This design comes from an exercise in tuning for small area, a short achievable clock period and few clock cycles per item on the open sky130 flow, not from production work. The RTL was checked by simulation tests, not by an equivalence proof against the original design. Power figures rest on the tool's default switching activity, not on a simulated workload. No driver is modelled on the clock port, so clocking that relies on it looks cheaper here than on a real chip.

v22:
// axil_mem_subsys
module axil_mem_subsys (
  input  logic                  clk_i,
  input  logic                  rst_ni,
  input  logic                  req_i,
  output logic                  gnt_o,
  output logic                  rvalid_o,
  input  logic                  we_i,
  input  logic [(32 / 8)-1:0]   be_i,
  input  logic [32-1:0]   addr_i,
  input  logic [32-1:0]   wdata_i,
  output logic [32-1:0]   rdata_o,
  output logic                  err_o
);
clock: 8.0 ns
lec_check: 0
cap_margin: 40
core_margin: 2
core_utilization: 60
setup_slack_margin: 4.5
slew_margin: 50
synth_hierarchical: 1
standard.sh (not shown) runs the stock make flow with config.mk's settings and CLKGATE_MAP_FILE= SYNTH_SCRIPT=/design/flow/synth_recipe.tcl, a recipe that flattens the netlist after the stock synthesis.
==> flow/flow/run.sh <==
#!/bin/bash
# The standard layout (standard.sh) with a few ORFS variables changed:
# - REMOVE_ABC_BUFFERS=1: the floorplan step removes synthesis buffers instead
#   of repairing timing before placement, when the high-fanout nets have no
#   buffers yet and every path looks slow;
# - the port buffers are buf_4 (the buf family can be resized for timing);
# - CTS without dummy loads, with larger sink clusters;
# - more rounds of antenna repair after detailed routing.
# Each tool's output goes to run.log in the work folder; ORFS keeps a log per
# step under orfs/logs.
set -euo pipefail
cd "$(dirname "$0")/.."
bash standard.sh \
  REMOVE_ABC_BUFFERS=1 \
  "BUFFER_PORTS_ARGS=-buffer_cell sky130_fd_sc_hd__buf_4" \
  "CTS_ARGS=-sink_clustering_enable -repair_clock_nets -dont_use_dummy_load -sink_clustering_size 30 -sink_clustering_max_diameter 80" \
  MAX_REPAIR_ANTENNAS_ITER_DRT=12 \
  finish > run.log 2>&1
Testbench counts of v22, summed over its fixed seeds: cycles 4,808, accesses 4,800.
#### Input delta (v13 over v22)
# v22
export LEC_CHECK = 0
export CAP_MARGIN = 40
export CORE_MARGIN = 2
export CORE_UTILIZATION = 60
export SETUP_SLACK_MARGIN = 4.5
export SLEW_MARGIN = 50
export SYNTH_HIERARCHICAL = 1
create_clock -name core_clock -period 8.0 [get_ports {clk_i}]
# v13
export LEC_CHECK = 0
export CAP_MARGIN = 20
export CORE_MARGIN = 2
export CORE_UTILIZATION = 60
export SETUP_SLACK_MARGIN = 4.5
export SLEW_MARGIN = 20
export SYNTH_HIERARCHICAL = 1
create_clock -name core_clock -period 8.0 [get_ports {clk_i}]
Looking at pre-CTS worst setup slack across both flows, v13 is the weaker of the two, with v22 ahead.
From v13 to v22, die area did not move at all.
After detailed routing, v22 needs more wire than v13.
The run showing the smaller final clock period utilization by the worst path is v22.
Power delta (v22 -> v13): insignificant
Relative to v22, the finished layout cell area of v13 is lower by about 0.6%.
Compared to v22, v13 leaves more free space in the core.
Compared with v22, in v13 critical path depth shows an increase of 1, final setup slack of the worst path shows a reduction of 0.018 ns.
Status: clock tree cell share of total cell area parity (v22, v13)

run 1:
Another version of the RTL of axil_mem_subsys (not shown whole).
Size in the first run: ~8300 flip-flops, ~270000 um2 of cells after synthesis.
==> flow/design.v (excerpt) <==
module axil_mem_subsys (
  input  logic                  clk_i,
  input  logic                  rst_ni,
  input  logic                  req_i,
  output logic                  gnt_o,
  output logic                  rvalid_o,
  input  logic                  we_i,
  input  logic [(32 / 8)-1:0]   be_i,
  input  logic [32-1:0]   addr_i,
  input  logic [32-1:0]   wdata_i,
  output logic [32-1:0]   rdata_o,
  output logic                  err_o
);
  localparam int NW  = 256;
  localparam int DW  = 32;
  localparam int BW  = (32 / 8);
  localparam int NS  = 4;          
  localparam int SW  = DW / NS;       
  logic [NW*DW-1:0] mem_q;
  logic [NW*DW-1:0] mem_d;
  logic [DW-1:0]    p_q;       
  logic             in_range;
  logic             wr;
  logic [DW-1:0]    wcol;      
  logic [NS*2*SW-1:0] part_d;    
  logic [NS*2*SW-1:0] part_q;
  logic [DW-1:0]    inv_q;     
  logic [DW-1:0]    rd;
  logic             rvalid_q;
  logic             err_q;
  assign in_range = addr_i[15:10] == '0;
  assign wr       = req_i & we_i & rst_ni;
  always_comb begin
    for (int i = 0; i < DW; i++) begin
      wcol[i] = wdata_i[i] ^ p_q[i];
    end
  end
  always_ff @(posedge clk_i) begin
  ...
export LEC_CHECK = 0
export CAP_MARGIN = 30
export CORE_MARGIN = 2
export CORE_UTILIZATION = 60
export PLACE_DENSITY = 0.72
export SETUP_SLACK_MARGIN = 4.8
export SLEW_MARGIN = 35
export SYNTH_HIERARCHICAL = 1
create_clock -name core_clock -period 8.0 [get_ports {clk_i}]
==> flow/flow/run.sh <==
#!/bin/bash
# The standard layout (standard.sh) with a few ORFS variables changed:
# - REMOVE_ABC_BUFFERS=1: the floorplan step removes synthesis buffers instead
#   of repairing timing before placement, when the high-fanout nets have no
#   buffers yet and every path looks slow;
# - the port buffers are buf_4 (the buf family can be resized for timing);
# - CTS without dummy loads, with larger sink clusters;
# - more rounds of antenna repair after detailed routing.
# Each tool's output goes to run.log in the work folder; ORFS keeps a log per
# step under orfs/logs.
set -euo pipefail
cd "$(dirname "$0")/.."
bash standard.sh \
  REMOVE_ABC_BUFFERS=1 \
  "BUFFER_PORTS_ARGS=-buffer_cell sky130_fd_sc_hd__buf_4" \
  "CTS_ARGS=-sink_clustering_enable -repair_clock_nets -dont_use_dummy_load -sink_clustering_size 30 -sink_clustering_max_diameter 90" \
  MAX_REPAIR_ANTENNAS_ITER_DRT=12 \
  finish > run.log 2>&1
Run 1 reached the end of the flow, and the finished layout is clean on the timing, DRC and antenna checks.
Testbench counts of run 1, summed over its fixed seeds: cycles 4,808, accesses 4,800.
Input-level comparison between run 2 and run 1:
Settings: changing SLEW_MARGIN from 35 to 20; changing CAP_MARGIN from 30 to 10; changing PLACE_DENSITY from 0.72 to 0.7.
Notes after the runs:
In the flow results for run 1 and run 2, the via total after detailed routing is larger on run 1. Filler-free cell count of the finished design: run 1 vs run 2, no meaningful difference. The fmax in run 2 was higher than what run 1 gave.

## re-timing with driven ports
The results above use ideal ports. As a check the final layouts listed here were re-extracted and re-timed, cells and wires unchanged.
Step 1, drivers: a clkbuf_16 drives clk_i and a buf_2 each remaining input, both assumed.
Step 2 adds t to the input delays and takes it off the output delays; t is the mean of the earliest and latest rising clock arrival at the registers after step 1. Input paths then give back, and output paths get back, about the clock's delay inside the block.
Slacks: ideal / step 1 / step 2; pairs: ideal / step 1.
run	t, ns	setup slack, ns	worst slew at a driven data input, ns
v22	1.151	3.520 / 3.417 / 2.266	0.25
v13	1.144	3.502 / 3.402 / 2.258	0.23
run 1	1.127	4.419 / 4.310 / 3.295	0.51
run 2	1.119	4.472 / 4.357 / 3.349	0.41
After both steps setup and hold are still met in every run listed. For v22, which loses most, drivers alone change the setup slack by -0.103 ns; drivers and shift together by -1.254 ns.
